Source: an optimization exercise on an open RTL-to-GDS flow (aim: small area and a short achievable clock period). Production flows keep margins and buffers that such runs may drop. At most, simulation tests tie the RTL to the original design; equivalence was not proved.

## trial 78
==> flow/design.v (excerpt) <==
module sid_synth_top #(
    parameter  int NUM_VOICES = 4,
    parameter  int SAMPLE_DIV = 256,
    localparam int MIX_W      = synth_pkg::REG_W + 2
) (
    input  wire logic             clk,
    input  wire logic             rst_n,
    input  wire logic             spi_clk,
    input  wire logic             spi_cs_n,
    input  wire logic             spi_mosi,
    output logic      [MIX_W-1:0] sample,
    output logic                  sample_valid
);
Size: ~3400 cells after synthesis, about 440 flip-flops, roughly 16 I/O pins, ~29000 um2 of cells after synthesis.
==> module spi_voice_regs, before the edit <==
module spi_voice_regs #(
    parameter int NUM_VOICES = 4
) (
    input  wire logic                         clk,
    input  wire logic                         rst_n,
    input  wire logic                         spi_clk,
    input  wire logic                         spi_cs_n,
    input  wire logic                         spi_mosi,
    input  wire logic                         freq_busy,
    output logic [NUM_VOICES-1:0][15:0]       freq,
    output logic [NUM_VOICES-1:0][7:0]        pw,
    output logic [NUM_VOICES-1:0][7:0]        attack,
    output logic [NUM_VOICES-1:0][7:0]        attack_n,
    output logic [NUM_VOICES-1:0][7:0]        sustain,
    output logic [NUM_VOICES-1:0][7:0]        sustain_n,
    output logic [NUM_VOICES-1:0][3:0]        wave,      
    output logic [NUM_VOICES-1:0][3:0]        wave_n
);
    logic sclk_s1, sclk_s2, cs_n_s1, mosi_s1;
    logic [NUM_VOICES-1:0][15:0] freq_n;
    always_ff @(posedge clk or negedge rst_n) begin
        if (!rst_n) begin
            sclk_s1 <= 1'b0;
            sclk_s2 <= 1'b0;
            cs_n_s1 <= 1'b1;
            mosi_s1 <= 1'b0;
        end else begin
            sclk_s1 <= spi_clk;
            sclk_s2 <= sclk_s1;
            cs_n_s1 <= spi_cs_n;
            mosi_s1 <= spi_mosi;
        end
    end
    logic       sclk_rise;
    logic [3:0] bit_cnt;
    logic [4:0] hdr;        
    logic [6:0] dat;        
    logic       dat0;       
    logic       frame_done;
    logic       last;       
    assign sclk_rise  = sclk_s1 & ~sclk_s2;
    assign frame_done = ~cs_n_s1 & sclk_rise & last;
    always_ff @(posedge clk or negedge rst_n) begin
        if (!rst_n) begin
            bit_cnt <= '0;
            last    <= 1'b0;
        end else if (cs_n_s1) begin
            bit_cnt <= '0;
            last    <= 1'b0;
        end else if (sclk_rise) begin
            bit_cnt <= bit_cnt + 4'd1;
            last    <= (bit_cnt == 4'd14);
        end
    end
    always_ff @(posedge clk) begin
        if (sclk_rise && bit_cnt < 4'd5) hdr <= {hdr[3:0], mosi_s1};
        if (sclk_rise && bit_cnt[3] && !last) dat <= {dat[5:0], mosi_s1};
        if (sclk_rise && last) dat0 <= mosi_s1;
    end
    logic       is_f;       
    logic       pend_f;     
    logic       wr_now, wr_f;
    logic [7:0] wr_data;
    assign is_f = (hdr[4:3] == 2'b00);
    always_ff @(posedge clk or negedge rst_n) begin
        if (!rst_n) pend_f <= 1'b0;
        else        pend_f <= (pend_f | (frame_done & is_f)) & freq_busy;
    end
    assign wr_now  = frame_done;
    assign wr_f    = (frame_done | pend_f) & ~freq_busy;
    assign wr_data = {dat, pend_f ? dat0 : mosi_s1};
    always_comb begin
        freq_n    = freq;
        wave_n    = wave;
        attack_n  = attack;
        sustain_n = sustain;
        for (int v = 0; v < NUM_VOICES; v++) begin
            if (hdr[1:0] == 2'(v)) begin
                case (hdr[4:2])
                    3'd0: if (wr_f)   freq_n[v][7:0]  = wr_data;
                    3'd1: if (wr_f)   freq_n[v][15:8] = wr_data;
                    3'd4: if (wr_now) attack_n[v]  = wr_data;
                    3'd5: if (wr_now) sustain_n[v] = wr_data;
                    3'd6: if (wr_now) wave_n[v]    = {wr_data[6], wr_data[5], wr_data[4], wr_data[0]};
                    default: ;
                endcase
            end
        end
    end
    always_ff @(posedge clk or negedge rst_n) begin
        if (!rst_n) begin
            freq    <= '0;
            pw      <= '0;
            attack  <= '0;
            sustain <= '0;
            wave    <= '0;
        end else begin
            freq    <= freq_n;
            wave    <= wave_n;
            attack  <= attack_n;
            sustain <= sustain_n;
            if (wr_now) begin
                for (int v = 0; v < NUM_VOICES; v++) begin
                    if (hdr[1:0] == 2'(v)) begin
                        if (hdr[4:2] == 3'd2) pw[v]      <= wr_data;
                    end
                end
            end
        end
    end
endmodule
export LEC_CHECK = 0
export ABC_AREA = 1
export CAP_MARGIN = 20
export CORE_MARGIN = 2
export CORE_UTILIZATION = 40
export CTS_CLUSTER_DIAMETER = 90
export CTS_CLUSTER_SIZE = 25
export SETUP_SLACK_MARGIN = 3.5
export SLEW_MARGIN = 20
create_clock -name core_clock -period 7.0 [get_ports {clk}]
run.sh (not shown) runs the stock make flow with config.mk's settings and CLKGATE_MAP_FILE= SYNTH_SCRIPT=/design/flow/synth_recipe.tcl, a recipe that flattens the netlist after the stock synthesis.
Relative to trial 78, the following input files were edited for trial 58:
--- a/flow/design.v
+++ b/flow/design.v
@@ -64,8 +64,7 @@
     logic       sclk_rise;
     logic [3:0] bit_cnt;
     logic [4:0] hdr;        
-    logic [6:0] dat;        
-    logic       dat0;       
+    logic [7:0] dat;        
     logic       frame_done;
     logic       last;       
     assign sclk_rise  = sclk_s1 & ~sclk_s2;
@@ -84,8 +83,7 @@
     end
     always_ff @(posedge clk) begin
         if (sclk_rise && bit_cnt < 4'd5) hdr <= {hdr[3:0], mosi_s1};
-        if (sclk_rise && bit_cnt[3] && !last) dat <= {dat[5:0], mosi_s1};
-        if (sclk_rise && last) dat0 <= mosi_s1;
+        if (sclk_rise) dat <= {dat[6:0], mosi_s1};
     end
     logic       is_f;       
     logic       pend_f;     
@@ -98,7 +96,7 @@
     end
     assign wr_now  = frame_done;
     assign wr_f    = (frame_done | pend_f) & ~freq_busy;
-    assign wr_data = {dat, pend_f ? dat0 : mosi_s1};
+    assign wr_data = pend_f ? dat : {dat[6:0], mosi_s1};
     always_comb begin
         freq_n    = freq;
         wave_n    = wave;
Taking trial 78 as the reference, in trial 58 routability congestion estimate down 0.86%; number of design-rule violations left by the first detailed-router iteration down 201; instance area at placement flat.
Via count: trial 58 vs trial 78, no meaningful difference
Per the comparison of trial 58 with trial 78, all-layer global routing usage held, core utilization held, final period demand of the worst path went up 0.064 ns, final layout net count went down about 0.3%, fraction of area in clock buffers and inverters went up 0.31 points.
As far as number of sequential cells in the layout goes, trial 78 and trial 58 are indistinguishable; the numbers are identical.
For trial 78, only the layout was checked, not whether the RTL still works.

-- port drivers added, routing unchanged --
How much do the figures lean on ideal ports? The routed layouts below were timed once more, with nothing changed but the port constraints.
Step 1: set_driving_cell puts a clkbuf_16 on clk and a buf_2 on each other input, an assumption about the parent block.
Step 2, shift: input delay + t, output delay - t, t = (earliest + latest rising clock arrival at the registers) / 2. This alone moves slack from input paths to output paths.
a / b / c = no drivers / after step 1 / after step 2; a / b = the first two.
run	t (ns)	slack for setup (ns)	hold WS [ns]
trial 78	0.665	3.620 / 3.620 / 3.620	0.357 / 0.357 / 0.357
trial 58	0.665	3.556 / 3.556 / 3.556	0.363 / 0.363 / 0.363
After both steps setup and hold are still met in every run listed.
